Background: an optimization exercise with open tools, aiming at small area, a short achievable clock period and few clock cycles per item. Do not read the settings as production practice. In this exercise RTL edits were held to simulation tests only and were not proved equivalent to the original. No activity file was given, so power comes from the tool's default toggle rates.

==> flow/design.v, too long to show whole: its modules and the start of the top module <==
// module fc_layer_top: 1232 lines
// module fc_fa: 10 lines
module fc_layer_top #(
    parameter int ICH_B       = 4,
    parameter int OCH_B       = 2,
    parameter int OCH_T       = 4,
    parameter int SCALE_SHIFT = 8,
    parameter int RELU        = 1
) (
    input  logic                      clk,
    input  logic                      areset,
    input  logic                      i_run,
    output logic                      o_idle,
    output logic                      o_run,
    output logic                      o_done,
    output logic                      o_en_err,
    output fc_ctrl_pkg::in_addr_t     o_in_addr,
    output logic                      o_in_ce,
    input  fc_data_pkg::act_t         i_in_q,
    output fc_ctrl_pkg::w_addr_t      o_w_addr,
    output logic                      o_w_ce,
    input  fc_data_pkg::weight_word_t i_w_q,
    output fc_ctrl_pkg::och_idx_t     o_b_addr,
    output logic                      o_b_ce,
    input  fc_data_pkg::bias_t        i_b_q,
    output fc_ctrl_pkg::och_idx_t     o_out_addr,
    output logic                      o_out_ce,
    output fc_data_pkg::act_t         o_out_d
);
  // ...
==> flow/flow/run.sh <==
#!/bin/bash
# The standard layout (standard synthesis included, unchanged), with the
# port buffers made from buf_4 cells instead of the resizer's default choice
# (clkdlybuf4s50_1, a delay cell), timing repair aiming at 9.5 ns of setup
# slack, and clock tree synthesis with larger sink clusters and no dummy
# loads. All tool output goes to standard.log here; ORFS also keeps its
# per-step logs under orfs/logs.
export BUFFER_PORTS_ARGS="-buffer_cell sky130_fd_sc_hd__buf_4"
export SETUP_SLACK_MARGIN=9.5
export CTS_ARGS="-sink_clustering_enable -repair_clock_nets -sink_clustering_size 30 -sink_clustering_max_diameter 100 -dont_use_dummy_load"
bash standard.sh > standard.log 2>&1
==> flow/standard.sh <==
#!/bin/bash
# synth_recipe.tcl (not shown) runs the flow's synth.tcl, then flattens the netlist and writes it again
# the make line also repeats each setting of config.mk as NAME=value (left out here)
make -C /OpenROAD-flow-scripts/flow DESIGN_CONFIG=/design/flow/config.mk WORK_HOME=/design/flow/orfs CLKGATE_MAP_FILE= SYNTH_SCRIPT=/design/flow/synth_recipe.tcl "${@:-finish}"
==> flow/config.mk <==
export PLATFORM = sky130hd
export DESIGN_NAME = fc_layer_top
export DESIGN_NICKNAME = fc_layer_top
export VERILOG_FILES = /design/flow/design.v
export SDC_FILE = /design/flow/constraint.sdc
export NUM_CORES = 4
export LEC_CHECK = 0
export CAP_MARGIN = 20
export CORE_MARGIN = 2
export CORE_UTILIZATION = 60
export CTS_CLUSTER_DIAMETER = 100
export CTS_CLUSTER_SIZE = 30
export PLACE_DENSITY = 0.7
export SLEW_MARGIN = 20
export SYNTH_HIERARCHICAL = 1
export SYNTH_MINIMUM_KEEP_SIZE = 0
==> flow/constraint.sdc <==
create_clock -name core_clock -period 13.0 [get_ports {clk}]
set_input_delay 2.6000 -clock core_clock [delete_from_list [all_inputs] [get_ports {clk}]]
set_output_delay 2.6000 -clock core_clock [all_outputs]
set_load 0.01 [all_outputs]
==> flow_summary.json, run 1 <==
{
  "powerDensity_nw_per_um2": 283,
  "cp_max_fo": 3,
  "start_util": 0.614,
  "path_depth": 1,
  "grtUsageTotal": 0.254,
  "clkCellAreaFrac": 0.0210,
  "viasPerCell": 5.52,
  "mostFrequentLayoutCell": "dfxtp_1",
  "p_switching_mw": 1.66,
  "outcome": "timing/DRC/antenna clean",
  "ctsLongestPathBuffers": 3,
  "finalWirelength_um": 28000,
  "hold_path.class": "reg2reg",
  "r2r_slack_ps": 9510,
  "cts-buffers-inserted": 12,
  "top_layer": "met4",
  "synth_top_cell_by_area": "dfxtp_1",
  "synth-compound-area-share": 0.0985,
  "critPathCapture": "o_b_addr[0]",
  "drt_pass1_iterations": 6,
  "synth_edf_count": 32,
  "powerComb_mw": 2.40,
  "first_global_vias": 7671,
  "dp_slack_ps": 9160,
  "finClkSkew_ps": 36.3,
  "n_clock_buffer": 12,
  "hold_path_depth": 0,
  "layout_common_cells": "dfxtp_1 (179), fa_1 (149), xnor2_1 (132), a22oi_1 (107), nand2_1 (94)",
  "synth_area_um2": 13000,
  "die_area_um2": 22800,
  "cts.sinks": 250,
  "fillers": 1632,
  "drc_errors": 0,
  "gr-usage-met1": 0.370,
  "grt_busiest_layer": "met2",
  "path_buf_inv": 1,
  "tns_ps": 0,
  "io-pin-count": 113,
  "slowest_delay_ps": 340,
  "grt_pass1_wl_um": 43500
}
Testbench counts, summed over its fixed seeds: cycles 20,480, runs 512.
==> inputs of run 2 (changes only) <==
--- a/flow/design.v
+++ b/flow/design.v
@@ -324,18 +324,18 @@
     logic fs181;
     logic fc182;
     logic fs183;
     logic fc184;
     logic hs185;
     logic hc186;
     logic fs187;
     logic fc188;
-    logic fs189;
-    logic fc190;
+    logic hs189;
+    logic hc190;
     logic fs191;
     logic fc192;
     logic fs193;
     logic fc194;
     logic fs195;
     logic fc196;
     logic fs197;
     logic fc198;
@@ -392,38 +392,38 @@
     logic fs249;
     logic fc250;
     logic fs251;
     logic fc252;
     logic fs253;
     logic fc254;
     logic fs255;
     logic fc256;
-    logic hs257;
-    logic hc258;
-    logic fs259;
-    logic fc260;
+    logic fs257;
+    logic fc258;
+    logic hs259;
+    logic hc260;
     logic fs261;
     logic fc262;
-    logic fs263;
-    logic fc264;
+    logic hs263;
+    logic hc264;
     logic hs265;
     logic hc266;
-    logic hs267;
-    logic hc268;
+    logic fs267;
+    logic fc268;
     logic fs269;
     logic fc270;
     logic fs271;
     logic fc272;
     logic fs273;
     logic fc274;
-    logic fs275;
-    logic fc276;
-    logic hs277;
-    logic hc278;
+    logic hs275;
+    logic hc276;
+    logic fs277;
+    logic fc278;
     logic fs279;
     logic fc280;
     logic fs281;
     logic fc282;
     logic fs283;
     logic fc284;
     logic fs285;
     logic fc286;
@@ -470,28 +470,28 @@
     logic fs327;
     logic fc328;
     logic fs329;
     logic fc330;
     logic fs331;
     logic fc332;
     logic fs333;
     logic fc334;
-    logic fs335;
-    logic fc336;
-    logic hs337;
-    logic hc338;
+    logic hs335;
+    logic hc336;
+    logic fs337;
+    logic fc338;
     logic fs339;
     logic fc340;
-    logic fs341;
-    logic fc342;
+    logic hs341;
+    logic hc342;
     logic fs343;
     logic fc344;
-    logic hs345;
-    logic hc346;
+    logic fs345;
+    logic fc346;
     logic fs347;
     logic fc348;
     logic fs349;
     logic fc350;
     logic fs351;
     logic fc352;
     logic fs353;
     logic fc354;
@@ -530,24 +530,24 @@
     logic fs387;
     logic fc388;
     logic fs389;
     logic fc390;
     logic fs391;
     logic fc392;
     logic fs393;
     logic fc394;
-    logic fs395;
-    logic fc396;
+    logic hs395;
+    logic hc396;
     logic fs397;
     logic fc398;
-    logic hs399;
-    logic hc400;
-    logic hs401;
-    logic hc402;
+    logic fs399;
+    logic fc400;
+    logic fs401;
+    logic fc402;
     logic fs403;
     logic fc404;
     logic fs405;
     logic fc406;
     logic fs407;
     logic fc408;
     logic fs409;
     logic fc410;
@@ -562,24 +562,24 @@
     logic fs419;
     logic fc420;
     logic fs421;
     logic fc422;
     logic fs423;
     logic fc424;
     logic fs425;
     logic fc426;
-    logic fs427;
-    logic fc428;
+    logic hs427;
+    logic hc428;
     logic fs429;
     logic fc430;
     logic fs431;
     logic fc432;
-    logic hs433;
-    logic hc434;
+    logic fs433;
+    logic fc434;
     logic fs435;
     logic fc436;
     logic fs437;
     logic fc438;
     logic fs439;
     logic fc440;
     logic fs441;
     logic fc442;
@@ -594,29 +594,18 @@
     logic fs451;
     logic fc452;
     logic fs453;
     logic fc454;
     logic fs455;
     logic fc456;
     logic fs457;
     logic fc458;
-    logic fs459;
-    logic fc460;
-    logic fs461;
-    logic fc462;
-    logic fs463;
-    logic fc464;
-    logic fs465;
-    logic fc466;
-    logic hs467;
-    logic hc468;
-    logic hs469;
-    logic hc470;
-    logic hs471;
+    logic hs459;
+    logic hc460;
     assign pp1 = (e_one[0] & act[0][0]) ^ e_neg[0];
     assign pp2 = ((e_one[0] & act[0][1]) | (e_two[0] & act[0][0])) ^ e_neg[0];
     assign pp3 = ((e_one[0] & act[0][2]) | (e_two[0] & act[0][1])) ^ e_neg[0];
     assign pp4 = ((e_one[0] & act[0][3]) | (e_two[0] & act[0][2])) ^ e_neg[0];
     assign pp5 = ((e_one[0] & act[0][4]) | (e_two[0] & act[0][3])) ^ e_neg[0];
     assign pp6 = ((e_one[0] & act[0][5]) | (e_two[0] & act[0][4])) ^ e_neg[0];
     assign pp7 = ((e_one[0] & act[0][6]) | (e_two[0] & act[0][5])) ^ e_neg[0];
     assign pp8 = ((e_one[0] & act[0][7]) | (e_two[0] & act[0][6])) ^ e_neg[0];
@@ -776,19 +765,19 @@
     fc_fa u_fs175 (.a(pp16), .b(pp23), .c(pp30), .s(fs175), .co(fc176));
     fc_fa u_fs177 (.a(pp45), .b(pp52), .c(pp59), .s(fs177), .co(fc178));
     assign hs179 = pp66 ^ pp81;
     assign hc180 = pp66 & pp81;
     fc_fa u_fs181 (.a(a_old[9]), .b(pp103), .c(pp125), .s(fs181), .co(fc182));
     fc_fa u_fs183 (.a(pp132), .b(pp139), .c(pp17), .s(fs183), .co(fc184));
     assign hs185 = pp24 ^ pp31;
     assign hc186 = pp24 & pp31;
-    assign fs187 = 1'b1 ^ a_old[10] ^ pp104;
-    assign fc188 = (1'b1 & a_old[10]) | (1'b1 & pp104) | (a_old[10] & pp104);
-    fc_fa u_fs189 (.a(pp126), .b(pp133), .c(pp140), .s(fs189), .co(fc190));
+    fc_fa u_fs187 (.a(a_old[10]), .b(pp104), .c(pp126), .s(fs187), .co(fc188));
+    assign hs189 = pp133 ^ pp140;
+    assign hc190 = pp133 & pp140;
     fc_fa u_fs191 (.a(a_old[2]), .b(e_neg[13]), .c(e_neg[1]), .s(fs191), .co(fc192));
     fc_fa u_fs193 (.a(e_neg[5]), .b(e_neg[9]), .c(pp10), .s(fs193), .co(fc194));
     fc_fa u_fs195 (.a(a_old[3]), .b(pp11), .c(pp112), .s(fs195), .co(fc196));
     fc_fa u_fs197 (.a(fs147), .b(pp12), .c(pp120), .s(fs197), .co(fc198));
     fc_fa u_fs199 (.a(pp127), .b(pp19), .c(pp41), .s(fs199), .co(fc200));
     assign hs201 = pp48 ^ pp5;
     assign hc202 = pp48 & pp5;
     fc_fa u_fs203 (.a(fc148), .b(pp128), .c(pp13), .s(fs203), .co(fc204));
@@ -810,141 +799,131 @@
     fc_fa u_fs233 (.a(fs171), .b(fs173), .c(fs175), .s(fs233), .co(fc234));
     fc_fa u_fs235 (.a(pp53), .b(pp60), .c(pp67), .s(fs235), .co(fc236));
     fc_fa u_fs237 (.a(pp89), .b(pp96), .c(hc180), .s(fs237), .co(fc238));
     fc_fa u_fs239 (.a(hs185), .b(fc172), .c(fc174), .s(fs239), .co(fc240));
     fc_fa u_fs241 (.a(fc176), .b(fc178), .c(fs181), .s(fs241), .co(fc242));
     fc_fa u_fs243 (.a(pp18), .b(pp25), .c(pp32), .s(fs243), .co(fc244));
     fc_fa u_fs245 (.a(pp54), .b(pp61), .c(pp68), .s(fs245), .co(fc246));
     fc_fa u_fs247 (.a(pp90), .b(pp97), .c(hc186), .s(fs247), .co(fc248));
-    fc_fa u_fs249 (.a(fc182), .b(fc184), .c(fs187), .s(fs249), .co(fc250));
-    assign fs251 = 1'b1 ^ a_old[11] ^ pp105;
-    assign fc252 = (1'b1 & a_old[11]) | (1'b1 & pp105) | (a_old[11] & pp105);
-    fc_fa u_fs253 (.a(pp134), .b(pp141), .c(pp26), .s(fs253), .co(fc254));
-    fc_fa u_fs255 (.a(pp33), .b(pp62), .c(pp69), .s(fs255), .co(fc256));
-    assign hs257 = pp98 ^ fc188;
-    assign hc258 = pp98 & fc188;
-    fc_fa u_fs259 (.a(a_old[12]), .b(pp106), .c(pp135), .s(fs259), .co(fc260));
-    fc_fa u_fs261 (.a(pp142), .b(pp27), .c(pp34), .s(fs261), .co(fc262));
-    fc_fa u_fs263 (.a(a_old[0]), .b(e_neg[0]), .c(e_neg[12]), .s(fs263), .co(fc264));
-    assign hs265 = e_neg[4] ^ e_neg[8];
-    assign hc266 = e_neg[4] & e_neg[8];
-    assign hs267 = a_old[1] ^ pp110;
-    assign hc268 = a_old[1] & pp110;
-    fc_fa u_fs269 (.a(fs191), .b(pp111), .c(pp118), .s(fs269), .co(fc270));
-    fc_fa u_fs271 (.a(pp3), .b(pp39), .c(pp46), .s(fs271), .co(fc272));
-    fc_fa u_fs273 (.a(fc192), .b(pp119), .c(pp4), .s(fs273), .co(fc274));
-    fc_fa u_fs275 (.a(pp40), .b(pp47), .c(pp76), .s(fs275), .co(fc276));
-    assign hs277 = pp83 ^ fc194;
-    assign hc278 = pp83 & fc194;
-    fc_fa u_fs279 (.a(pp55), .b(pp77), .c(pp84), .s(fs279), .co(fc280));
-    fc_fa u_fs281 (.a(pp91), .b(hs201), .c(fc196), .s(fs281), .co(fc282));
-    fc_fa u_fs283 (.a(fs149), .b(fs197), .c(fs199), .s(fs283), .co(fc284));
-    fc_fa u_fs285 (.a(hc202), .b(hs209), .c(fc150), .s(fs285), .co(fc286));
-    fc_fa u_fs287 (.a(fc198), .b(fc200), .c(fs151), .s(fs287), .co(fc288));
-    fc_fa u_fs289 (.a(fs203), .b(fs205), .c(fs207), .s(fs289), .co(fc290));
-    fc_fa u_fs291 (.a(hc210), .b(fc204), .c(fc206), .s(fs291), .co(fc292));
-    fc_fa u_fs293 (.a(fc208), .b(fs157), .c(fs211), .s(fs293), .co(fc294));
-    fc_fa u_fs295 (.a(fs213), .b(fs215), .c(fs217), .s(fs295), .co(fc296));
-    fc_fa u_fs297 (.a(fc212), .b(fc214), .c(fs167), .s(fs297), .co(fc298));
-    fc_fa u_fs299 (.a(fs219), .b(fc216), .c(fs221), .s(fs299), .co(fc300));
-    fc_fa u_fs301 (.a(fc218), .b(fs223), .c(fs225), .s(fs301), .co(fc302));
-    fc_fa u_fs303 (.a(fc220), .b(fs177), .c(fs227), .s(fs303), .co(fc304));
-    fc_fa u_fs305 (.a(fc222), .b(fc224), .c(fc226), .s(fs305), .co(fc306));
-    fc_fa u_fs307 (.a(fs229), .b(fs231), .c(fs233), .s(fs307), .co(fc308));
-    fc_fa u_fs309 (.a(fc228), .b(fs183), .c(fs235), .s(fs309), .co(fc310));
-    fc_fa u_fs311 (.a(fs237), .b(fc230), .c(fc232), .s(fs311), .co(fc312));
-    fc_fa u_fs313 (.a(fc234), .b(fs239), .c(fs241), .s(fs313), .co(fc314));
-    fc_fa u_fs315 (.a(fc236), .b(fs189), .c(fs243), .s(fs315), .co(fc316));
-    fc_fa u_fs317 (.a(fs245), .b(fc238), .c(fs247), .s(fs317), .co(fc318));
-    fc_fa u_fs319 (.a(fc240), .b(fc242), .c(fs249), .s(fs319), .co(fc320));
-    fc_fa u_fs321 (.a(fc190), .b(fc244), .c(fc246), .s(fs321), .co(fc322));
-    fc_fa u_fs323 (.a(fs251), .b(fs253), .c(fs255), .s(fs323), .co(fc324));
-    fc_fa u_fs325 (.a(fc248), .b(hs257), .c(fc250), .s(fs325), .co(fc326));
-    fc_fa u_fs327 (.a(pp63), .b(pp70), .c(pp99), .s(fs327), .co(fc328));
-    fc_fa u_fs329 (.a(fc252), .b(fc254), .c(fc256), .s(fs329), .co(fc330));
-    fc_fa u_fs331 (.a(fs259), .b(fs261), .c(hc258), .s(fs331), .co(fc332));
-    assign fs333 = 1'b1 ^ a_old[13] ^ pp107;
-    assign fc334 = (1'b1 & a_old[13]) | (1'b1 & pp107) | (a_old[13] & pp107);
-    fc_fa u_fs335 (.a(pp143), .b(pp35), .c(pp71), .s(fs335), .co(fc336));
-    assign hs337 = fc260 ^ fc262;
-    assign hc338 = fc260 & fc262;
-    fc_fa u_fs339 (.a(a_old[14]), .b(pp108), .c(pp144), .s(fs339), .co(fc340));
-    fc_fa u_fs341 (.a(hs265), .b(fs263), .c(pp1), .s(fs341), .co(fc342));
-    fc_fa u_fs343 (.a(hc266), .b(fc264), .c(pp2), .s(fs343), .co(fc344));
-    assign hs345 = pp38 ^ pp74;
-    assign hc346 = pp38 & pp74;
-    fc_fa u_fs347 (.a(pp75), .b(pp82), .c(hc268), .s(fs347), .co(fc348));
-    fc_fa u_fs349 (.a(fs193), .b(fs269), .c(fs271), .s(fs349), .co(fc350));
-    fc_fa u_fs351 (.a(fc270), .b(fc272), .c(fs195), .s(fs351), .co(fc352));
-    fc_fa u_fs353 (.a(fs273), .b(fs275), .c(hs277), .s(fs353), .co(fc354));
-    fc_fa u_fs355 (.a(fc274), .b(fc276), .c(fs279), .s(fs355), .co(fc356));
-    fc_fa u_fs357 (.a(hc278), .b(fs281), .c(fs283), .s(fs357), .co(fc358));
-    fc_fa u_fs359 (.a(fc280), .b(fc282), .c(fc284), .s(fs359), .co(fc360));
-    fc_fa u_fs361 (.a(fs285), .b(fs287), .c(fs289), .s(fs361), .co(fc362));
-    fc_fa u_fs363 (.a(fc286), .b(fc288), .c(fc290), .s(fs363), .co(fc364));
-    fc_fa u_fs365 (.a(fs291), .b(fs293), .c(fs295), .s(fs365), .co(fc366));
-    fc_fa u_fs367 (.a(fc292), .b(fc294), .c(fs297), .s(fs367), .co(fc368));
-    fc_fa u_fs369 (.a(fs299), .b(fc296), .c(fs301), .s(fs369), .co(fc370));
-    fc_fa u_fs371 (.a(fc298), .b(fs303), .c(fc300), .s(fs371), .co(fc372));
-    fc_fa u_fs373 (.a(fc302), .b(fs305), .c(fs307), .s(fs373), .co(fc374));
-    fc_fa u_fs375 (.a(fc304), .b(fs309), .c(fc306), .s(fs375), .co(fc376));
-    fc_fa u_fs377 (.a(fs311), .b(fc308), .c(fs313), .s(fs377), .co(fc378));
-    fc_fa u_fs379 (.a(fc310), .b(fs315), .c(fc312), .s(fs379), .co(fc380));
-    fc_fa u_fs381 (.a(fs317), .b(fc314), .c(fs319), .s(fs381), .co(fc382));
-    fc_fa u_fs383 (.a(fc316), .b(fs321), .c(fs323), .s(fs383), .co(fc384));
-    fc_fa u_fs385 (.a(fc318), .b(fc320), .c(fs325), .s(fs385), .co(fc386));
-    fc_fa u_fs387 (.a(fs327), .b(fc322), .c(fc324), .s(fs387), .co(fc388));
-    fc_fa u_fs389 (.a(fs329), .b(fs331), .c(fc326), .s(fs389), .co(fc390));
-    fc_fa u_fs391 (.a(fc328), .b(fs333), .c(fs335), .s(fs391), .co(fc392));
-    fc_fa u_fs393 (.a(hs337), .b(fc330), .c(fc332), .s(fs393), .co(fc394));
-    fc_fa u_fs395 (.a(pp36), .b(pp72), .c(fc334), .s(fs395), .co(fc396));
-    fc_fa u_fs397 (.a(fc336), .b(fs339), .c(hc338), .s(fs397), .co(fc398));
-    assign hs399 = 1'b1 ^ a_old[15];
-    assign hc400 = 1'b1 & a_old[15];
-    assign hs401 = pp109 ^ pp37;
-    assign hc402 = pp109 & pp37;
-    fc_fa u_fs403 (.a(hs267), .b(hs345), .c(fc342), .s(fs403), .co(fc404));
-    fc_fa u_fs405 (.a(hc346), .b(fc344), .c(fs347), .s(fs405), .co(fc406));
-    fc_fa u_fs407 (.a(fc348), .b(fc350), .c(fs351), .s(fs407), .co(fc408));
-    fc_fa u_fs409 (.a(fc352), .b(fs355), .c(fc354), .s(fs409), .co(fc410));
-    fc_fa u_fs411 (.a(fc356), .b(fc358), .c(fs359), .s(fs411), .co(fc412));
-    fc_fa u_fs413 (.a(fc360), .b(fc362), .c(fs363), .s(fs413), .co(fc414));
-    fc_fa u_fs415 (.a(fc364), .b(fs367), .c(fc366), .s(fs415), .co(fc416));
-    fc_fa u_fs417 (.a(fc368), .b(fs371), .c(fc370), .s(fs417), .co(fc418));
-    fc_fa u_fs419 (.a(fc372), .b(fs375), .c(fc374), .s(fs419), .co(fc420));
-    fc_fa u_fs421 (.a(fc376), .b(fs379), .c(fc378), .s(fs421), .co(fc422));
-    fc_fa u_fs423 (.a(fs383), .b(fc380), .c(fc382), .s(fs423), .co(fc424));
-    fc_fa u_fs425 (.a(fc384), .b(fs387), .c(fc386), .s(fs425), .co(fc426));
-    fc_fa u_fs427 (.a(fs391), .b(fc388), .c(fs393), .s(fs427), .co(fc428));
-    fc_fa u_fs429 (.a(fc392), .b(fs395), .c(fs397), .s(fs429), .co(fc430));
-    fc_fa u_fs431 (.a(hs399), .b(fc340), .c(fc396), .s(fs431), .co(fc432));
-    assign hs433 = r_cs_0_0 ^ r_cs_0_1;
-    assign hc434 = r_cs_0_0 & r_cs_0_1;
-    fc_fa u_fs435 (.a(r_cs_1_0), .b(r_cs_1_1), .c(r_cs_1_2), .s(fs435), .co(fc436));
-    fc_fa u_fs437 (.a(r_cs_2_0), .b(r_cs_2_1), .c(r_cs_2_2), .s(fs437), .co(fc438));
-    fc_fa u_fs439 (.a(r_cs_3_0), .b(r_cs_3_1), .c(r_cs_3_2), .s(fs439), .co(fc440));
-    fc_fa u_fs441 (.a(r_cs_4_0), .b(r_cs_4_1), .c(r_cs_4_2), .s(fs441), .co(fc442));
-    fc_fa u_fs443 (.a(r_cs_5_0), .b(r_cs_5_1), .c(r_cs_5_2), .s(fs443), .co(fc444));
-    fc_fa u_fs445 (.a(r_cs_6_0), .b(r_cs_6_1), .c(r_cs_6_2), .s(fs445), .co(fc446));
-    fc_fa u_fs447 (.a(r_cs_7_0), .b(r_cs_7_1), .c(r_cs_7_2), .s(fs447), .co(fc448));
-    fc_fa u_fs449 (.a(r_cs_8_0), .b(r_cs_8_1), .c(r_cs_8_2), .s(fs449), .co(fc450));
-    fc_fa u_fs451 (.a(r_cs_9_0), .b(r_cs_9_1), .c(r_cs_9_2), .s(fs451), .co(fc452));
-    fc_fa u_fs453 (.a(r_cs_10_0), .b(r_cs_10_1), .c(r_cs_10_2), .s(fs453), .co(fc454));
-    fc_fa u_fs455 (.a(r_cs_11_0), .b(r_cs_11_1), .c(r_cs_11_2), .s(fs455), .co(fc456));
-    fc_fa u_fs457 (.a(r_cs_12_0), .b(r_cs_12_1), .c(r_cs_12_2), .s(fs457), .co(fc458));
-    fc_fa u_fs459 (.a(r_cs_13_0), .b(r_cs_13_1), .c(r_cs_13_2), .s(fs459), .co(fc460));
-    fc_fa u_fs461 (.a(r_cs_14_0), .b(r_cs_14_1), .c(r_cs_14_2), .s(fs461), .co(fc462));
-    fc_fa u_fs463 (.a(r_cs_15_0), .b(r_cs_15_1), .c(r_cs_15_2), .s(fs463), .co(fc464));
-    fc_fa u_fs465 (.a(r_cs_16_0), .b(r_cs_16_1), .c(r_cs_16_2), .s(fs465), .co(fc466));
-    assign hs467 = r_cs_17_0 ^ r_cs_17_1;
-    assign hc468 = r_cs_17_0 & r_cs_17_1;
-    assign hs469 = r_cs_18_0 ^ r_cs_18_1;
-    assign hc470 = r_cs_18_0 & r_cs_18_1;
-    assign hs471 = r_cs_19_0 ^ r_cs_19_1;
+    fc_fa u_fs249 (.a(hs189), .b(fc182), .c(fc184), .s(fs249), .co(fc250));
+    fc_fa u_fs251 (.a(a_old[11]), .b(pp105), .c(pp134), .s(fs251), .co(fc252));
+    fc_fa u_fs253 (.a(pp141), .b(pp26), .c(pp33), .s(fs253), .co(fc254));
+    fc_fa u_fs255 (.a(pp62), .b(pp69), .c(pp98), .s(fs255), .co(fc256));
+    fc_fa u_fs257 (.a(a_old[12]), .b(pp106), .c(pp135), .s(fs257), .co(fc258));
+    assign hs259 = pp142 ^ pp27;
+    assign hc260 = pp142 & pp27;
+    fc_fa u_fs261 (.a(a_old[0]), .b(e_neg[0]), .c(e_neg[12]), .s(fs261), .co(fc262));
+    assign hs263 = e_neg[4] ^ e_neg[8];
+    assign hc264 = e_neg[4] & e_neg[8];
+    assign hs265 = a_old[1] ^ pp110;
+    assign hc266 = a_old[1] & pp110;
+    fc_fa u_fs267 (.a(fs191), .b(pp111), .c(pp118), .s(fs267), .co(fc268));
+    fc_fa u_fs269 (.a(pp3), .b(pp39), .c(pp46), .s(fs269), .co(fc270));
+    fc_fa u_fs271 (.a(fc192), .b(pp119), .c(pp4), .s(fs271), .co(fc272));
+    fc_fa u_fs273 (.a(pp40), .b(pp47), .c(pp76), .s(fs273), .co(fc274));
+    assign hs275 = pp83 ^ fc194;
+    assign hc276 = pp83 & fc194;
+    fc_fa u_fs277 (.a(pp55), .b(pp77), .c(pp84), .s(fs277), .co(fc278));
+    fc_fa u_fs279 (.a(pp91), .b(hs201), .c(fc196), .s(fs279), .co(fc280));
+    fc_fa u_fs281 (.a(fs149), .b(fs197), .c(fs199), .s(fs281), .co(fc282));
+    fc_fa u_fs283 (.a(hc202), .b(hs209), .c(fc150), .s(fs283), .co(fc284));
+    fc_fa u_fs285 (.a(fc198), .b(fc200), .c(fs151), .s(fs285), .co(fc286));
+    fc_fa u_fs287 (.a(fs203), .b(fs205), .c(fs207), .s(fs287), .co(fc288));
+    fc_fa u_fs289 (.a(hc210), .b(fc204), .c(fc206), .s(fs289), .co(fc290));
+    fc_fa u_fs291 (.a(fc208), .b(fs157), .c(fs211), .s(fs291), .co(fc292));
+    fc_fa u_fs293 (.a(fs213), .b(fs215), .c(fs217), .s(fs293), .co(fc294));
+    fc_fa u_fs295 (.a(fc212), .b(fc214), .c(fs167), .s(fs295), .co(fc296));
+    fc_fa u_fs297 (.a(fs219), .b(fc216), .c(fs221), .s(fs297), .co(fc298));
+    fc_fa u_fs299 (.a(fc218), .b(fs223), .c(fs225), .s(fs299), .co(fc300));
+    fc_fa u_fs301 (.a(fc220), .b(fs177), .c(fs227), .s(fs301), .co(fc302));
+    fc_fa u_fs303 (.a(fc222), .b(fc224), .c(fc226), .s(fs303), .co(fc304));
+    fc_fa u_fs305 (.a(fs229), .b(fs231), .c(fs233), .s(fs305), .co(fc306));
+    fc_fa u_fs307 (.a(fc228), .b(fs183), .c(fs235), .s(fs307), .co(fc308));
+    fc_fa u_fs309 (.a(fs237), .b(fc230), .c(fc232), .s(fs309), .co(fc310));
+    fc_fa u_fs311 (.a(fc234), .b(fs239), .c(fs241), .s(fs311), .co(fc312));
+    fc_fa u_fs313 (.a(fc236), .b(fs187), .c(fs243), .s(fs313), .co(fc314));
+    fc_fa u_fs315 (.a(fs245), .b(fc238), .c(fs247), .s(fs315), .co(fc316));
+    fc_fa u_fs317 (.a(fc240), .b(fc242), .c(fs249), .s(fs317), .co(fc318));
+    fc_fa u_fs319 (.a(hc190), .b(fc188), .c(fc244), .s(fs319), .co(fc320));
+    fc_fa u_fs321 (.a(fc246), .b(fs251), .c(fs253), .s(fs321), .co(fc322));
+    fc_fa u_fs323 (.a(fs255), .b(fc248), .c(fc250), .s(fs323), .co(fc324));
+    fc_fa u_fs325 (.a(pp34), .b(pp63), .c(pp70), .s(fs325), .co(fc326));
+    fc_fa u_fs327 (.a(pp99), .b(hs259), .c(fc252), .s(fs327), .co(fc328));
+    fc_fa u_fs329 (.a(fc254), .b(fc256), .c(fs257), .s(fs329), .co(fc330));
+    fc_fa u_fs331 (.a(a_old[13]), .b(pp107), .c(pp143), .s(fs331), .co(fc332));
+    fc_fa u_fs333 (.a(pp35), .b(pp71), .c(hc260), .s(fs333), .co(fc334));
+    assign hs335 = a_old[14] ^ pp108;
+    assign hc336 = a_old[14] & pp108;
+    fc_fa u_fs337 (.a(hs263), .b(fs261), .c(pp1), .s(fs337), .co(fc338));
+    fc_fa u_fs339 (.a(hc264), .b(fc262), .c(pp2), .s(fs339), .co(fc340));
+    assign hs341 = pp38 ^ pp74;
+    assign hc342 = pp38 & pp74;
+    fc_fa u_fs343 (.a(pp75), .b(pp82), .c(hc266), .s(fs343), .co(fc344));
+    fc_fa u_fs345 (.a(fs193), .b(fs267), .c(fs269), .s(fs345), .co(fc346));
+    fc_fa u_fs347 (.a(fc268), .b(fc270), .c(fs195), .s(fs347), .co(fc348));
+    fc_fa u_fs349 (.a(fs271), .b(fs273), .c(hs275), .s(fs349), .co(fc350));
+    fc_fa u_fs351 (.a(fc272), .b(fc274), .c(fs277), .s(fs351), .co(fc352));
+    fc_fa u_fs353 (.a(hc276), .b(fs279), .c(fs281), .s(fs353), .co(fc354));
+    fc_fa u_fs355 (.a(fc278), .b(fc280), .c(fc282), .s(fs355), .co(fc356));
+    fc_fa u_fs357 (.a(fs283), .b(fs285), .c(fs287), .s(fs357), .co(fc358));
+    fc_fa u_fs359 (.a(fc284), .b(fc286), .c(fc288), .s(fs359), .co(fc360));
+    fc_fa u_fs361 (.a(fs289), .b(fs291), .c(fs293), .s(fs361), .co(fc362));
+    fc_fa u_fs363 (.a(fc290), .b(fc292), .c(fs295), .s(fs363), .co(fc364));
+    fc_fa u_fs365 (.a(fs297), .b(fc294), .c(fs299), .s(fs365), .co(fc366));
+    fc_fa u_fs367 (.a(fc296), .b(fs301), .c(fc298), .s(fs367), .co(fc368));
+    fc_fa u_fs369 (.a(fc300), .b(fs303), .c(fs305), .s(fs369), .co(fc370));
+    fc_fa u_fs371 (.a(fc302), .b(fs307), .c(fc304), .s(fs371), .co(fc372));
+    fc_fa u_fs373 (.a(fs309), .b(fc306), .c(fs311), .s(fs373), .co(fc374));
+    fc_fa u_fs375 (.a(fc308), .b(fs313), .c(fc310), .s(fs375), .co(fc376));
+    fc_fa u_fs377 (.a(fs315), .b(fc312), .c(fs317), .s(fs377), .co(fc378));
+    fc_fa u_fs379 (.a(fc314), .b(fs319), .c(fs321), .s(fs379), .co(fc380));
+    fc_fa u_fs381 (.a(fc316), .b(fc318), .c(fs323), .s(fs381), .co(fc382));
+    fc_fa u_fs383 (.a(fs325), .b(fc320), .c(fc322), .s(fs383), .co(fc384));
+    fc_fa u_fs385 (.a(fs327), .b(fs329), .c(fc324), .s(fs385), .co(fc386));
+    fc_fa u_fs387 (.a(fc258), .b(fc326), .c(fs331), .s(fs387), .co(fc388));
+    fc_fa u_fs389 (.a(fs333), .b(fc328), .c(fc330), .s(fs389), .co(fc390));
+    fc_fa u_fs391 (.a(pp144), .b(pp36), .c(pp72), .s(fs391), .co(fc392));
+    fc_fa u_fs393 (.a(hs335), .b(fc332), .c(fc334), .s(fs393), .co(fc394));
+    assign hs395 = pp109 ^ pp37;
+    assign hc396 = pp109 & pp37;
+    fc_fa u_fs397 (.a(hs265), .b(hs341), .c(fc338), .s(fs397), .co(fc398));
+    fc_fa u_fs399 (.a(hc342), .b(fc340), .c(fs343), .s(fs399), .co(fc400));
+    fc_fa u_fs401 (.a(fc344), .b(fc346), .c(fs347), .s(fs401), .co(fc402));
+    fc_fa u_fs403 (.a(fc348), .b(fs351), .c(fc350), .s(fs403), .co(fc404));
+    fc_fa u_fs405 (.a(fc352), .b(fc354), .c(fs355), .s(fs405), .co(fc406));
+    fc_fa u_fs407 (.a(fc356), .b(fc358), .c(fs359), .s(fs407), .co(fc408));
+    fc_fa u_fs409 (.a(fc360), .b(fs363), .c(fc362), .s(fs409), .co(fc410));
+    fc_fa u_fs411 (.a(fc364), .b(fs367), .c(fc366), .s(fs411), .co(fc412));
+    fc_fa u_fs413 (.a(fc368), .b(fs371), .c(fc370), .s(fs413), .co(fc414));
+    fc_fa u_fs415 (.a(fc372), .b(fs375), .c(fc374), .s(fs415), .co(fc416));
+    fc_fa u_fs417 (.a(fs379), .b(fc376), .c(fc378), .s(fs417), .co(fc418));
+    fc_fa u_fs419 (.a(fc380), .b(fs383), .c(fc382), .s(fs419), .co(fc420));
+    fc_fa u_fs421 (.a(fs387), .b(fc384), .c(fs389), .s(fs421), .co(fc422));
+    fc_fa u_fs423 (.a(fs391), .b(fc388), .c(fs393), .s(fs423), .co(fc424));
+    fc_fa u_fs425 (.a(a_old[15]), .b(hc336), .c(fc392), .s(fs425), .co(fc426));
+    assign hs427 = r_cs_0_0 ^ r_cs_0_1;
+    assign hc428 = r_cs_0_0 & r_cs_0_1;
+    fc_fa u_fs429 (.a(r_cs_1_0), .b(r_cs_1_1), .c(r_cs_1_2), .s(fs429), .co(fc430));
+    fc_fa u_fs431 (.a(r_cs_2_0), .b(r_cs_2_1), .c(r_cs_2_2), .s(fs431), .co(fc432));
+    fc_fa u_fs433 (.a(r_cs_3_0), .b(r_cs_3_1), .c(r_cs_3_2), .s(fs433), .co(fc434));
+    fc_fa u_fs435 (.a(r_cs_4_0), .b(r_cs_4_1), .c(r_cs_4_2), .s(fs435), .co(fc436));
+    fc_fa u_fs437 (.a(r_cs_5_0), .b(r_cs_5_1), .c(r_cs_5_2), .s(fs437), .co(fc438));
+    fc_fa u_fs439 (.a(r_cs_6_0), .b(r_cs_6_1), .c(r_cs_6_2), .s(fs439), .co(fc440));
+    fc_fa u_fs441 (.a(r_cs_7_0), .b(r_cs_7_1), .c(r_cs_7_2), .s(fs441), .co(fc442));
+    fc_fa u_fs443 (.a(r_cs_8_0), .b(r_cs_8_1), .c(r_cs_8_2), .s(fs443), .co(fc444));
+    fc_fa u_fs445 (.a(r_cs_9_0), .b(r_cs_9_1), .c(r_cs_9_2), .s(fs445), .co(fc446));
+    fc_fa u_fs447 (.a(r_cs_10_0), .b(r_cs_10_1), .c(r_cs_10_2), .s(fs447), .co(fc448));
+    fc_fa u_fs449 (.a(r_cs_11_0), .b(r_cs_11_1), .c(r_cs_11_2), .s(fs449), .co(fc450));
+    fc_fa u_fs451 (.a(r_cs_12_0), .b(r_cs_12_1), .c(r_cs_12_2), .s(fs451), .co(fc452));
+    fc_fa u_fs453 (.a(r_cs_13_0), .b(r_cs_13_1), .c(r_cs_13_2), .s(fs453), .co(fc454));
+    fc_fa u_fs455 (.a(r_cs_14_0), .b(r_cs_14_1), .c(r_cs_14_2), .s(fs455), .co(fc456));
+    fc_fa u_fs457 (.a(r_cs_15_0), .b(r_cs_15_1), .c(r_cs_15_2), .s(fs457), .co(fc458));
+    assign hs459 = r_cs_16_0 ^ r_cs_16_1;
+    assign hc460 = r_cs_16_0 & r_cs_16_1;
     logic r_cs_0_0;
     logic r_cs_0_1;
     logic r_cs_0_2;
     logic r_cs_1_0;
     logic r_cs_1_1;
     logic r_cs_1_2;
     logic r_cs_2_0;
     logic r_cs_2_1;
@@ -985,144 +964,136 @@
     logic r_cs_14_0;
     logic r_cs_14_1;
     logic r_cs_14_2;
     logic r_cs_15_0;
     logic r_cs_15_1;
     logic r_cs_15_2;
     logic r_cs_16_0;
     logic r_cs_16_1;
-    logic r_cs_16_2;
     logic r_cs_17_0;
-    logic r_cs_17_1;
     logic r_cs_18_0;
-    logic r_cs_18_1;
     logic r_cs_19_0;
-    logic r_cs_19_1;
     always_ff @(posedge clk) begin
-        r_cs_0_0 <= hs401;
+        r_cs_0_0 <= hs395;
         r_cs_0_1 <= pp73;
-        r_cs_0_2 <= fs341;
-        r_cs_1_0 <= hc402;
-        r_cs_1_1 <= fs403;
-        r_cs_1_2 <= fs343;
-        r_cs_2_0 <= fc404;
-        r_cs_2_1 <= fs405;
-        r_cs_2_2 <= fs349;
-        r_cs_3_0 <= fc406;
-        r_cs_3_1 <= fs407;
-        r_cs_3_2 <= fs353;
-        r_cs_4_0 <= fc408;
-        r_cs_4_1 <= fs409;
-        r_cs_4_2 <= fs357;
-        r_cs_5_0 <= fc410;
-        r_cs_5_1 <= fs411;
-        r_cs_5_2 <= fs361;
-        r_cs_6_0 <= fc412;
-        r_cs_6_1 <= fs413;
-        r_cs_6_2 <= fs365;
-        r_cs_7_0 <= fc414;
-        r_cs_7_1 <= fs415;
-        r_cs_7_2 <= fs369;
-        r_cs_8_0 <= fc416;
-        r_cs_8_1 <= fs417;
-        r_cs_8_2 <= fs373;
-        r_cs_9_0 <= fc418;
-        r_cs_9_1 <= fs419;
-        r_cs_9_2 <= fs377;
-        r_cs_10_0 <= fc420;
-        r_cs_10_1 <= fs421;
-        r_cs_10_2 <= fs381;
-        r_cs_11_0 <= fc422;
-        r_cs_11_1 <= fs423;
-        r_cs_11_2 <= fs385;
-        r_cs_12_0 <= fc424;
-        r_cs_12_1 <= fs425;
-        r_cs_12_2 <= fs389;
-        r_cs_13_0 <= fc426;
-        r_cs_13_1 <= fs427;
-        r_cs_13_2 <= fc390;
-        r_cs_14_0 <= fc428;
-        r_cs_14_1 <= fs429;
-        r_cs_14_2 <= fc394;
-        r_cs_15_0 <= fc430;
-        r_cs_15_1 <= fs431;
-        r_cs_15_2 <= fc398;
-        r_cs_16_0 <= fc432;
+        r_cs_0_2 <= fs337;
+        r_cs_1_0 <= hc396;
+        r_cs_1_1 <= fs397;
+        r_cs_1_2 <= fs339;
+        r_cs_2_0 <= fc398;
+        r_cs_2_1 <= fs399;
+        r_cs_2_2 <= fs345;
+        r_cs_3_0 <= fc400;
+        r_cs_3_1 <= fs401;
+        r_cs_3_2 <= fs349;
+        r_cs_4_0 <= fc402;
+        r_cs_4_1 <= fs403;
+        r_cs_4_2 <= fs353;
+        r_cs_5_0 <= fc404;
+        r_cs_5_1 <= fs405;
+        r_cs_5_2 <= fs357;
+        r_cs_6_0 <= fc406;
+        r_cs_6_1 <= fs407;
+        r_cs_6_2 <= fs361;
+        r_cs_7_0 <= fc408;
+        r_cs_7_1 <= fs409;
+        r_cs_7_2 <= fs365;
+        r_cs_8_0 <= fc410;
+        r_cs_8_1 <= fs411;
+        r_cs_8_2 <= fs369;
+        r_cs_9_0 <= fc412;
+        r_cs_9_1 <= fs413;
+        r_cs_9_2 <= fs373;
+        r_cs_10_0 <= fc414;
+        r_cs_10_1 <= fs415;
+        r_cs_10_2 <= fs377;
+        r_cs_11_0 <= fc416;
+        r_cs_11_1 <= fs417;
+        r_cs_11_2 <= fs381;
+        r_cs_12_0 <= fc418;
+        r_cs_12_1 <= fs419;
+        r_cs_12_2 <= fs385;
+        r_cs_13_0 <= fc420;
+        r_cs_13_1 <= fs421;
+        r_cs_13_2 <= fc386;
+        r_cs_14_0 <= fc422;
+        r_cs_14_1 <= fs423;
+        r_cs_14_2 <= fc390;
+        r_cs_15_0 <= fc424;
+        r_cs_15_1 <= fs425;
+        r_cs_15_2 <= fc394;
+        r_cs_16_0 <= fc426;
         r_cs_16_1 <= a_old[16];
-        r_cs_16_2 <= hc400;
-        r_cs_17_0 <= 1'b1;
-        r_cs_17_1 <= a_old[17];
-        r_cs_18_0 <= 1'b1;
-        r_cs_18_1 <= a_old[18];
-        r_cs_19_0 <= 1'b1;
-        r_cs_19_1 <= a_old[19];
+        r_cs_17_0 <= a_old[17];
+        r_cs_18_0 <= a_old[18];
+        r_cs_19_0 <= a_old[19];
     end
     logic [19:0] s2_sum;
     logic [7:0]  quant;
     logic cg_0_0, cp_0_0;
-    assign cg_0_0 = hs433 & r_cs_0_2;
-    assign cp_0_0 = hs433 ^ r_cs_0_2;
+    assign cg_0_0 = hs427 & r_cs_0_2;
+    assign cp_0_0 = hs427 ^ r_cs_0_2;
     logic cg_1_1, cp_1_1;
-    assign cg_1_1 = hc434 & fs435;
-    assign cp_1_1 = hc434 ^ fs435;
+    assign cg_1_1 = hc428 & fs429;
+    assign cp_1_1 = hc428 ^ fs429;
     logic cg_2_2, cp_2_2;
-    assign cg_2_2 = fc436 & fs437;
-    assign cp_2_2 = fc436 ^ fs437;
+    assign cg_2_2 = fc430 & fs431;
+    assign cp_2_2 = fc430 ^ fs431;
     logic cg_3_3, cp_3_3;
-    assign cg_3_3 = fc438 & fs439;
-    assign cp_3_3 = fc438 ^ fs439;
+    assign cg_3_3 = fc432 & fs433;
+    assign cp_3_3 = fc432 ^ fs433;
     logic cg_4_4, cp_4_4;
-    assign cg_4_4 = fc440 & fs441;
-    assign cp_4_4 = fc440 ^ fs441;
+    assign cg_4_4 = fc434 & fs435;
+    assign cp_4_4 = fc434 ^ fs435;
     logic cg_5_5, cp_5_5;
-    assign cg_5_5 = fc442 & fs443;
-    assign cp_5_5 = fc442 ^ fs443;
+    assign cg_5_5 = fc436 & fs437;
+    assign cp_5_5 = fc436 ^ fs437;
     logic cg_6_6, cp_6_6;
-    assign cg_6_6 = fc444 & fs445;
-    assign cp_6_6 = fc444 ^ fs445;
+    assign cg_6_6 = fc438 & fs439;
+    assign cp_6_6 = fc438 ^ fs439;
     logic cg_7_7, cp_7_7;
-    assign cg_7_7 = fc446 & fs447;
-    assign cp_7_7 = fc446 ^ fs447;
+    assign cg_7_7 = fc440 & fs441;
+    assign cp_7_7 = fc440 ^ fs441;
     logic cg_8_8, cp_8_8;
-    assign cg_8_8 = fc448 & fs449;
-    assign cp_8_8 = fc448 ^ fs449;
+    assign cg_8_8 = fc442 & fs443;
+    assign cp_8_8 = fc442 ^ fs443;
     logic cg_9_9, cp_9_9;
-    assign cg_9_9 = fc450 & fs451;
-    assign cp_9_9 = fc450 ^ fs451;
+    assign cg_9_9 = fc444 & fs445;
+    assign cp_9_9 = fc444 ^ fs445;
     logic cg_10_10, cp_10_10;
-    assign cg_10_10 = fc452 & fs453;
-    assign cp_10_10 = fc452 ^ fs453;
+    assign cg_10_10 = fc446 & fs447;
+    assign cp_10_10 = fc446 ^ fs447;
     logic cg_11_11, cp_11_11;
-    assign cg_11_11 = fc454 & fs455;
-    assign cp_11_11 = fc454 ^ fs455;
+    assign cg_11_11 = fc448 & fs449;
+    assign cp_11_11 = fc448 ^ fs449;
     logic cg_12_12, cp_12_12;
-    assign cg_12_12 = fc456 & fs457;
-    assign cp_12_12 = fc456 ^ fs457;
+    assign cg_12_12 = fc450 & fs451;
+    assign cp_12_12 = fc450 ^ fs451;
     logic cg_13_13, cp_13_13;
-    assign cg_13_13 = fc458 & fs459;
-    assign cp_13_13 = fc458 ^ fs459;
+    assign cg_13_13 = fc452 & fs453;
+    assign cp_13_13 = fc452 ^ fs453;
     logic cg_14_14, cp_14_14;
-    assign cg_14_14 = fc460 & fs461;
-    assign cp_14_14 = fc460 ^ fs461;
+    assign cg_14_14 = fc454 & fs455;
+    assign cp_14_14 = fc454 ^ fs455;
     logic cg_15_15, cp_15_15;
-    assign cg_15_15 = fc462 & fs463;
-    assign cp_15_15 = fc462 ^ fs463;
+    assign cg_15_15 = fc456 & fs457;
+    assign cp_15_15 = fc456 ^ fs457;
     logic cg_16_16, cp_16_16;
-    assign cg_16_16 = fc464 & fs465;
-    assign cp_16_16 = fc464 ^ fs465;
+    assign cg_16_16 = fc458 & hs459;
+    assign cp_16_16 = fc458 ^ hs459;
     logic cg_17_17, cp_17_17;
-    assign cg_17_17 = fc466 & hs467;
-    assign cp_17_17 = fc466 ^ hs467;
+    assign cg_17_17 = hc460 & r_cs_17_0;
+    assign cp_17_17 = hc460 ^ r_cs_17_0;
     logic cg_18_18, cp_18_18;
-    assign cg_18_18 = hc468 & hs469;
-    assign cp_18_18 = hc468 ^ hs469;
+    assign cg_18_18 = r_cs_18_0 & 1'b0;
+    assign cp_18_18 = r_cs_18_0 ^ 1'b0;
     logic cg_19_19, cp_19_19;
-    assign cg_19_19 = hc470 & hs471;
-    assign cp_19_19 = hc470 ^ hs471;
+    assign cg_19_19 = r_cs_19_0 & 1'b0;
+    assign cp_19_19 = r_cs_19_0 ^ 1'b0;
     logic cg_1_0, cp_1_0;
     assign cg_1_0 = cg_1_1 | (cp_1_1 & cg_0_0);
     assign cp_1_0 = cp_1_1 & cp_0_0;
     logic cg_3_2, cp_3_2;
     assign cg_3_2 = cg_3_3 | (cp_3_3 & cg_2_2);
     assign cp_3_2 = cp_3_3 & cp_2_2;
     logic cg_5_4, cp_5_4;
     assign cg_5_4 = cg_5_5 | (cp_5_5 & cg_4_4);
@@ -1239,17 +1210,17 @@
     logic [6:0]  kb;
     logic        ld_bias;
     logic [7:0]  r_out_d;
     assign kb      = {1'b0, c} - 7'd4;
     assign ld_bias = (kb < 7'd32) && (kb[3:2] == 2'd0);
     always_ff @(posedge clk) begin
         a3 <= s2_sum;
         a2 <= a3;
-        a1 <= ld_bias ? 20'($signed(i_b_q)) : a2;
+        a1 <= ld_bias ? 20'($signed(i_b_q)) + 20'd700416 : a2;
         r_out_d <= quant;
     end
     assign a_old   = a1;
     assign o_out_d = r_out_d;
 endmodule
 module fc_fa (
     input  logic a,
     input  logic b,
==> run 2 against run 1 <==
Compared with the run above: non-clock buffer count is 4 higher; final area is 0.39% higher; core utilization is 0.47 points higher; hold slack worse by 4.4 ps; critical path depth stayed put; combinational power is 2% lower; critical endpoint is now o_w_addr[2]; largest cell class unchanged; highest routed layer unchanged.
==> flow_summary.json, run 2 <==
{
  "outcome": "timing/DRC/antenna clean",
  "path_buf_inv": 1,
  "tns_ps": 0,
  "num_rows": 53,
  "final_nets": 1379,
  "ant_nets": 0,
  "r2r_end": "r_cs_11_1",
  "die_h_um": 151,
  "start_util": 0.613,
  "crit_required_ps": 10400,
  "grt_setup_unrepaired": "yes",
  "slew_viol_final": 0,
  "ctsLongestPathBuffers": 3,
  "wl_met3_um": 2300,
  "synth-compound-area-share": 0.0969,
  "switching_share": 0.408,
  "seq_area_frac_synth": 0.411,
  "dp_hpwl_um": 21400,
  "grt_max_degree": 33,
  "routedWlPerCell_um": 19.3,
  "fin_crit_ps": 3570,
  "finalWirelength_um": 27100,
  "worstPathArrival_ps": 970,
  "io-pin-count": 113,
  "pwr-share-seq": 0.311,
  "synth_top_cell_by_area": "dfxtp_1",
  "ys.flop_type": "dfxtp_1",
  "synth_fa_ha_area_frac": 0.273,
  "synth_edf_count": 32,
  "met2WireLength_um": 12200,
  "timing.slew.headroom": 0.369,
  "cp-start-kind": "register",
  "largest_register": "act",
  "drtIter0Drc": 521,
  "hold_path_depth": 0,
  "antenna_cells": 0,
  "first_global_vias": 7302,
  "p_switching_mw": 1.62,
  "mostFrequentLayoutCell": "dfxtp_1",
  "synth_area_um2": 12900,
  "wl_met1_um": 12100,
  "yosysMostFrequentCell": "dfxtp_1",
  "avgSynthCellArea_um2": 11.9,
  "synthXorXnorAreaFrac": 0.119,
  "finalSetupViolations": 0,
  "largest_register_ffs": 32,
  "final_area_um2": 14300,
  "powerDensity_nw_per_um2": 278,
  "num_vias": 7672,
  "gp_congestion": 0.922,
  "ys_top_cells_by_area": "dfxtp_1 (34%), fa_1 (23%), xnor2_1 (9.3%), edfxtp_1 (7.4%), a22oi_1 (6.5%)",
  "postCtsHoldBufs": 0,
  "post_dp_cell_area_um2": 13500,
  "hold_path.class": "reg2reg",
  "hold_end": "a2[17]",
  "cts_tree": "yes",
  "die_area_um2": 22700,
  "layout_common_cells": "dfxtp_1 (183), fa_1 (142), xnor2_1 (132), a22oi_1 (100), buf_4 (91)",
  "die_w_um": 151,
  "criticalPathCategory": "reg2out",
  "synth_common_cells": "dfxtp_1 (217), fa_1 (151), xnor2_1 (137)",
  "worstRegToRegCells": 9,
  "synth.mux.area_fraction": 0,
  "portBuffers": 88,
  "r2r_slack_ps": 9490,
  "cp_cell_sequence": "buf_4",
  "antenna_found_initial": 0,
  "p_clk_frac": 0.096,
  "combPwrFrac": 0.592,
  "synth_seq_cells": 249,
  "finClkSkew_ps": 32.9,
  "grtUsageTotal": 0.242,
  "cp_max_fo": 3,
  "core_um2": 21100,
  "synth_top_family_by_area": "adder cells",
  "drv_cap": 0,
  "cpMaxStageDelayCell": "dfxtp_2",
  "leakage_nw": 5.74,
  "hp-start": "a3[17]",
  "clk_latency_ps": 490,
  "drive_gt1_frac": 0.186,
  "fmax_mhz": 280,
  "viasPerCell": 5.47,
  "finalCritPeriodShare": 0.275,
  "cts.sinks": 249,
  "worst_pin_slew_ps": 946,
  "drc_errors": 0,
  "grt_pass1_wl_um": 41300,
  "clock-root-buffer": "clkbuf_16",
  "grt_overflow": 0,
  "cts-buffers-inserted": 12,
  "drt_pass1_iterations": 5,
  "slowest_delay_ps": 340,
  "cts_max_level": 1,
  "yosysWarningCount": 8,
  "irDropWorstVdd_mv": 0.168,
  "p_int_mw": 2.36,
  "netlist_instances": 1087,
  "areaGrowthSynthToFinish_pct": 10.9,
  "top_layer": "met4",
  "clkTransAtPathRegs_ps": 110,
  "critPathTopFamily": "flip-flops",
  "r2r_start": "act[3][6]",
  "async_flop_share": 0,
  "hold_violations": 0,
  "synthSimpleGateAreaFrac": 0.0495,
  "yosysTopAreaCellShare": 0.336,
  "synth.distinct_cells": 41,
  "critPathCaptureType": "output port"
}
[run 2: changes by cell type after synthesis, sizes merged, moves of 3 or more]
cell,previous run,this run
a21o,10,3
nor2b,9,12
a211o,3,0
o21a,3,0
nand2,94,86
xnor2,134,137
inv,34,30
o21ai,31,37
[run 2: metal layers]
layer / global-route usage / up-vias
met3: 0.0530 / 30
li1: - / 3583
met4: 0.0430 / 0
met5: 0 / -
met2: 0.375 / 277
met1: 0.359 / 3782
[run 2: stage by stage]
step,hold slack [ps],utilization,std cells,setup slack [ps],power [mW]
global placement,310,0.639,1361,9260,3.35
global route,344,0.679,1402,9390,4.40
detailed placement,312,0.639,1361,9210,3.44
floorplan,310,-,1110,9630,2.79
CTS,335,0.662,1376,9420,3.90
finish,331,0.679,1402,9430,3.98
[run 2: power groups by stage]
stage	clock network [mW]	logic (mW)	registers, mW
after global placement	0	2.10	1.25
after detailed placement	0	2.18	1.25
final	0.384	2.36	1.24
after floorplan	0	1.62	1.17
after CTS	0.396	2.26	1.24
after global routing	0.422	2.71	1.27
[run 2: layout make-up]
| cell class | count | area, um2 |
|---|---|---|
| clock buffers | 12 | 300 |
| fillers | 1599 | 6760 |
| inverters | 30 | 113 |
| multi-input cells | 717 | 7220 |
| flip-flops and latches | 249 | 5350 |
| well taps | 275 | 344 |
| repair buffers | 119 | 998 |
[run 2: Yosys stat by module, one instance, submodules excluded]
| module | cell area [um2] | cells | flip-flops and latches |
|---|---|---|---|
| fc_fa | 20.0 | 1 | 0 |
| fc_layer_top | 10100 | 945 | 249 |
[run 2: worst max path at each step]
stage | end | slack (ps) | depth (start not counted) | startpoint
after floorplan | r_out_d[0] | 9630 | 11 | r_cs_1_0
after detailed placement | r_out_d[5] | 9210 | 11 | r_cs_1_0
final | o_w_addr[2] | 9430 | 1 | r_out_addr[0]
after global placement | r_out_d[0] | 9260 | 11 | r_cs_1_0
after global routing | r_cs_11_1 | 9390 | 9 | act[3][6]
after CTS | o_w_addr[2] | 9420 | 1 | r_out_addr[0]
[run 2: cell families (layout without fill, tap and decap cells)]
kind of cell               Yosys count  in the layout
and+or+nand+nor                    145            145
xor gates and xnor gates           175            175
adders and majority gates          191            191
buffers and inverters              144            161
other                                1             24
AOI/OAI and AO/OA                  182            182
DFF                                249            249
[run 2: repair_timing]
item	in CTS	in global routing
setup endpoints to repair	45	47
gates resized for setup	55	47
buffers inserted	3	26
pin swaps	5	18
Testbench counts of run 2, summed over its fixed seeds: cycles 20,480, runs 512.
==> inputs of run 3 (changes only) <==
==> flow/flow/run.sh (replaced) <==
#!/bin/bash
# The standard layout (standard synthesis included, unchanged), with the
# port buffers made from buf_4 cells instead of the resizer's default choice
# (clkdlybuf4s50_1, a delay cell), timing repair aiming at 9.7 ns of setup
# slack, and clock tree synthesis with larger sink clusters and no dummy
# loads. All tool output goes to standard.log here; ORFS also keeps its
# per-step logs under orfs/logs.
export BUFFER_PORTS_ARGS="-buffer_cell sky130_fd_sc_hd__buf_4"
export SETUP_SLACK_MARGIN=9.7
export CTS_ARGS="-sink_clustering_enable -repair_clock_nets -sink_clustering_size 30 -sink_clustering_max_diameter 100 -dont_use_dummy_load"
bash standard.sh > standard.log 2>&1
==> run 3 against run 2 <==
Compared with the run above: final area grew 2.1%; clock power is 1% higher; clock-buffer cell count did not move; core utilization is 1.4 points higher; sequential share of layout area down 0.58 points; hold slack lost 3.8 ps; non-clock buffer count increased by 18; critical path type unchanged; largest cell class unchanged; largest power group unchanged.
==> flow_summary.json, run 3 <==
{
  "outcome": "timing/DRC/antenna clean",
  "gr-usage-met1": 0.369,
  "cts.sinks": 249,
  "start_util": 0.613,
  "async_flop_share": 0,
  "cp_cell_sequence": "buf_4",
  "ctsLongestPathBuffers": 3,
  "grt_setup_unrepaired": "yes",
  "grt_max_degree": 33,
  "finClkSkew_ps": 30.6,
  "drc_errors": 0,
  "areaGrowthSynthToFinish_pct": 13.2,
  "finalSetupViolations": 0,
  "multi_input_area_um2": 7340,
  "antenna_cells": 0,
  "cts-buffers-inserted": 12,
  "grt_overflow": 0,
  "switching_share": 0.407,
  "gp_congestion": 0.890,
  "seq_area_um2": 5380,
  "grtUsageTotal": 0.254,
  "avgSynthCellArea_um2": 11.9,
  "yosysMostFrequentCell": "dfxtp_1",
  "fin_crit_ps": 3570,
  "slew_viol_final": 0,
  "drtIter0Drc": 569,
  "drive_gt1_frac": 0.241,
  "mostFrequentLayoutCell": "dfxtp_1",
  "fillers": 1550,
  "seq_area_frac_synth": 0.411,
  "die_area_um2": 22700,
  "layout_common_cells": "dfxtp_1 (162), xnor2_1 (132), fa_1 (129), buf_4 (105), a22oi_1 (87)",
  "grt_pass1_wl_um": 42800,
  "dp_hpwl_um": 21700,
  "r2r_start": "r_cs_1_0",
  "path_depth": 1,
  "startpoint": "r_out_addr[0]",
  "p_switching_mw": 1.65,
  "cpMaxStageDelayCell": "dfxtp_2",
  "post_dp_cell_area_um2": 13500,
  "clkTransAtPathRegs_ps": 110,
  "clk_latency_ps": 500,
  "largest_register": "act",
  "viasPerCell": 5.45,
  "timing.slew.headroom": 0.380,
  "ys_top_cells_by_area": "dfxtp_1 (34%), fa_1 (23%), xnor2_1 (9.3%), edfxtp_1 (7.4%), a22oi_1 (6.5%)",
  "grt_busiest_layer": "met2",
  "hold_violations": 0,
  "slowest_delay_ps": 340,
  "p_clk_frac": 0.096,
  "fmax_mhz": 280,
  "antenna_found_initial": 0,
  "largest_register_ffs": 32,
  "synth_seq_cells": 249,
  "cp-start-kind": "register",
  "gr-usage-met3": 0.0627,
  "io-pin-count": 113,
  "worstRegToRegCells": 13,
  "ys.flop_type": "dfxtp_1",
  "netlist_instances": 1087,
  "synth.distinct_cells": 41,
  "powerDensity_nw_per_um2": 277,
  "ant_nets": 0,
  "die_h_um": 151,
  "worstPathArrival_ps": 970,
  "synth_area_um2": 12900,
  "cp_max_fo": 3,
  "postCtsHoldBufs": 0,
  "num_rows": 53,
  "leakage_nw": 5.83,
  "critPathTopFamily": "flip-flops",
  "finalCritPeriodShare": 0.275,
  "drt_pass1_iterations": 5,
  "final_nets": 1397,
  "use_met2": 0.388,
  "r2r_slack_ps": 9560,
  "synth_common_cells": "dfxtp_1 (217), fa_1 (151), xnor2_1 (137)",
  "path_buf_inv": 1,
  "pwr-share-seq": 0.305,
  "num_vias": 7745,
  "critPathCaptureType": "output port",
  "drv_cap": 0,
  "synth_edf_count": 32,
  "yosysTopAreaCellShare": 0.336,
  "core_um2": 21100,
  "routedWlPerCell_um": 19.7,
  "final_area_um2": 14600,
  "first_global_vias": 7632,
  "criticalPathCategory": "reg2out",
  "synth_top_cell_by_area": "dfxtp_1",
  "cts_max_level": 1,
  "r2r_end": "r_out_d[1]",
  "hold_path.class": "reg2reg",
  "combPwrFrac": 0.599,
  "worst_pin_slew_ps": 930,
  "irDropWorstVdd_mv": 0.149,
  "finalWirelength_um": 28000,
  "crit_required_ps": 10400,
  "p_int_mw": 2.40,
  "yosysWarningCount": 8,
  "critPathCapture": "o_w_addr[2]",
  "die_w_um": 151,
  "cts_tree": "yes",
  "clock-root-buffer": "clkbuf_16",
  "portBuffers": 88,
  "tns_ps": 0
}
## run 3: kinds of logic after synthesis
logic type,synth area share
AOI/OAI and AO/OA,0.0969
xor gates and xnor gates,0.119
adders and majority gates,0.273
buffers and inverters,0.0513
DFF,0.411
other,0.000290
and+or+nand+nor,0.0495
## run 3: per-layer routing
layer	routed length (um)	part of all wire
met1	12500	0.45
met2	12500	0.45
met3	2320	0.083
met4	654	0.023
met5	0	0
## run 3: repair_timing
action / CTS / global route
setup buffers: 41 / 6
pin swaps: 21 / 17
endpoints found under the setup margin: 56 / 48
resized for setup: 108 / 48
## run 3: metrics by stage
step,power [mW],hold slack [ps],std cells,setup WS (ps),utilization
4_1_cts,4.03,335,1414,9410,0.683
6_report,4.05,327,1420,9430,0.694
3_3_place_gp,3.37,310,1361,9400,0.640
3_5_place_dp,3.46,312,1361,9330,0.640
5_1_grt,4.44,341,1420,9390,0.694
2_1_floorplan,2.81,310,1110,9700,-
## run 3: worst min path at each step
stage,from,to,depth (start not counted)
2_1_floorplan,a3[0],a2[0],0
3_3_place_gp,a3[0],a2[0],0
3_5_place_dp,a3[10],a2[10],0
4_1_cts,sr3[6],sr2[6],0
5_1_grt,sr3[6],sr2[6],0
6_report,sr3[6],sr2[6],0
## run 3: layout make-up
| class | instances | area share |
|---|---|---|
| sequential | 249 | 0.368 |
| timing repair buffer | 137 | 0.0785 |
| multi-input combinational | 717 | 0.502 |
| clock buffer | 12 | 0.0205 |
| inverter | 30 | 0.00770 |
| tap | 275 | 0.0235 |
## run 3: power groups by stage
stage	Sequential (mW)	Combinational [mW]	Clock, mW
3_5_place_dp	1.26	2.21	0
6_report	1.24	2.43	0.388
3_3_place_gp	1.25	2.11	0
5_1_grt	1.26	2.75	0.428
4_1_cts	1.24	2.39	0.404
2_1_floorplan	1.17	1.64	0
## run 3: Yosys stat by module (local to each module, per instance)
module	cells	copies in the design	flip-flops and latches	cell area [um2]
fc_layer_top	945	1	249	10100
fc_fa	1	142	0	20.0
==> inputs of run 4 (changes only) <==
==> flow/flow/run.sh (replaced) <==
#!/bin/bash
# The standard layout (standard synthesis included, unchanged), with the
# port buffers made from buf_4 cells instead of the resizer's default choice
# (clkdlybuf4s50_1, a delay cell), timing repair aiming at 9.40 ns of setup
# slack, and clock tree synthesis with larger sink clusters and no dummy
# loads. All tool output goes to standard.log here; ORFS also keeps its
# per-step logs under orfs/logs.
export BUFFER_PORTS_ARGS="-buffer_cell sky130_fd_sc_hd__buf_4"
export SETUP_SLACK_MARGIN=9.40
export CTS_ARGS="-sink_clustering_enable -repair_clock_nets -sink_clustering_size 30 -sink_clustering_max_diameter 100 -dont_use_dummy_load"
bash standard.sh > standard.log 2>&1
==> run 4 against run 3 <==
Compared with the run above: still clean; global-route usage is 1.3 points lower; combinational power shrank 8%; sequential share of layout area rose by 1.6 points.
==> flow_summary.json, run 4 <==
{
  "r2r_slack_ps": 9490,
  "leakage_nw": 5.56,
  "yosysMostFrequentCell": "dfxtp_1",
  "largest_register": "act",
  "powerDensity_nw_per_um2": 278,
  "worst_pin_slew_ps": 943,
  "first_global_vias": 7273,
  "timing.slew.headroom": 0.372,
  "synth_top_family_by_area": "adder cells",
  "antenna_found_initial": 0,
  "netlist_instances": 1087,
  "hold_violations": 0,
  "synth_fa_ha_area_frac": 0.273,
  "critPathCaptureType": "output port",
  "die_h_um": 151,
  "cts_tree": "yes",
  "cts.sinks": 249,
  "areaGrowthSynthToFinish_pct": 7.24,
  "synth-compound-area-share": 0.0969,
  "critPathCapture": "o_w_addr[2]",
  "worstPathArrival_ps": 970,
  "io-pin-count": 113,
  "largest_register_ffs": 32,
  "clkTransAtPathRegs_ps": 100,
  "finClkSkew_ps": 31.4,
  "ys_top_cells_by_area": "dfxtp_1 (34%), fa_1 (23%), xnor2_1 (9.3%), edfxtp_1 (7.4%), a22oi_1 (6.5%)",
  "ant_nets": 0,
  "drtIter0Drc": 440,
  "grt_overflow": 0,
  "die_area_um2": 22700,
  "grt_max_degree": 33,
  "start_util": 0.613,
  "irDropWorstVdd_mv": 0.132,
  "finalWirelength_um": 26600,
  "r2r_start": "act[3][1]",
  "synth_edf_count": 32,
  "hold_path.class": "reg2reg",
  "fillers": 1663,
  "synth_top_cell_by_area": "dfxtp_1",
  "num_rows": 53,
  "slew_viol_final": 0,
  "cp_max_fo": 3,
  "fin_ws_ps": 9430,
  "ctsLongestPathBuffers": 3,
  "clk_latency_ps": 490,
  "synth_seq_cells": 249,
  "tns_ps": 0,
  "clock-root-buffer": "clkbuf_16",
  "layout_common_cells": "dfxtp_1 (212), fa_1 (149), xnor2_1 (137), a22oi_1 (112), buf_4 (96)",
  "fmax_mhz": 280,
  "async_flop_share": 0,
  "die_w_um": 151,
  "grt_pass1_wl_um": 41000,
  "final_nets": 1356,
  "dp_slack_ps": 9210,
  "drv_cap": 0,
  "ys.flop_type": "dfxtp_1",
  "cp_cell_sequence": "buf_4",
  "cp-start-kind": "register",
  "startpoint": "r_out_addr[0]",
  "gp_congestion": 0.922,
  "finalSetupViolations": 0,
  "dp_hpwl_um": 21400,
  "path_depth": 1,
  "path_buf_inv": 1,
  "seq_area_frac_synth": 0.411,
  "grtUsageTotal": 0.241,
  "postCtsHoldBufs": 0,
  "final_cells": 1379,
  "fin_crit_ps": 3570,
  "drt_pass1_iterations": 5,
  "yosysWarningCount": 8,
  "synthXorXnorAreaFrac": 0.119,
  "finalCritPeriodShare": 0.274,
  "cpMaxStageDelayCell": "dfxtp_2",
  "crit_required_ps": 10400,
  "post_dp_cell_area_um2": 13500,
  "power.total_mw": 3.85,
  "drc_errors": 0,
  "outcome": "timing/DRC/antenna clean",
  "avgSynthCellArea_um2": 11.9,
  "num_vias": 7551,
  "routedWlPerCell_um": 19.3,
  "yosysTopAreaCellShare": 0.336,
  "synth_area_um2": 12900,
  "drive_gt1_frac": 0.114,
  "hp-start": "a3[17]",
  "dp.cells": 1361,
  "final_area_um2": 13900,
  "mostFrequentLayoutCell": "dfxtp_1",
  "worstRegToRegCells": 7,
  "grt_setup_unrepaired": "yes",
  "critPathTopFamily": "flip-flops",
  "whs_ps": 335,
  "cts_max_level": 1,
  "slowest_delay_ps": 340,
  "synthSimpleGateAreaFrac": 0.0495,
  "synth.distinct_cells": 41,
  "viasPerCell": 5.48,
  "antenna_cells": 0,
  "cts-buffers-inserted": 12,
  "core_um2": 21100
}
-- run 4: cell counts after synthesis --
No cell type changed its count.
-- run 4: Yosys stat by module, one instance, submodules excluded --
| module | flops+latches | times used | cells |
|---|---|---|---|
| fc_fa | 0 | 142 | 1 |
| fc_layer_top | 249 | 1 | 945 |
-- run 4: cell type report --
class / count / area, um2 / share of cell area
clock buffers: 12 / 300 / 0.0217
inverters: 30 / 113 / 0.00813
multi-input cells: 717 / 7070 / 0.510
flip-flops and latches: 249 / 5310 / 0.383
well taps: 275 / 344 / 0.0248
repair buffers: 96 / 721 / 0.0520
-- run 4: power breakdown --
group	leakage, nW	switching, mW	internal (mW)
Combinational	3.27	1.19	1.05
Sequential	2.15	0.157	1.08
Clock	0.148	0.216	0.167
-- run 4: how the worst min path moves through the flow --
stage	slack, ps	cells after the start	to
CTS	330	0	a2[17]
detailed placement	310	0	a2[16]
global placement	310	0	a2[3]
finish	330	0	a2[17]
floorplan	310	0	a2[0]
global route	340	0	a2[10]
-- run 4: timing repair --
item / 4_1_cts / 5_1_grt
gates resized for setup: 3 / 7
endpoints found under the setup margin: 13 / 17
pin swaps: 2 / 5
hold endpoints to repair: 0 / 0
buffers inserted: 2 / 4
-- run 4: cells by family after synthesis --
logic type               Yosys count
flip-flops                       249
adder cells (fa/ha/maj)          191
AO/OA/AOI/OAI                    182
XOR/XNOR                         175
AND/OR/NAND/NOR                  145
buffers and inverters            144
other                              1
-- run 4: routing by layer --
layer | up-vias | routed length, um | global-route usage
met2 | 222 | 11900 | 0.372
met1 | 3762 | 12400 | 0.358
met5 | - | 0 | 0
met4 | 0 | 416 | 0.0388
met3 | 26 | 1960 | 0.0530
li1 | 3541 | - | -

Re-timed with assumed drivers on the ports (clkbuf_16 on the clock, buf_2 on other inputs), run 4 has 9.390 ns of setup slack against 9.434 ns with ideal ports, and 9.454 ns once port delays also move by the mid clock arrival of 0.520 ns.
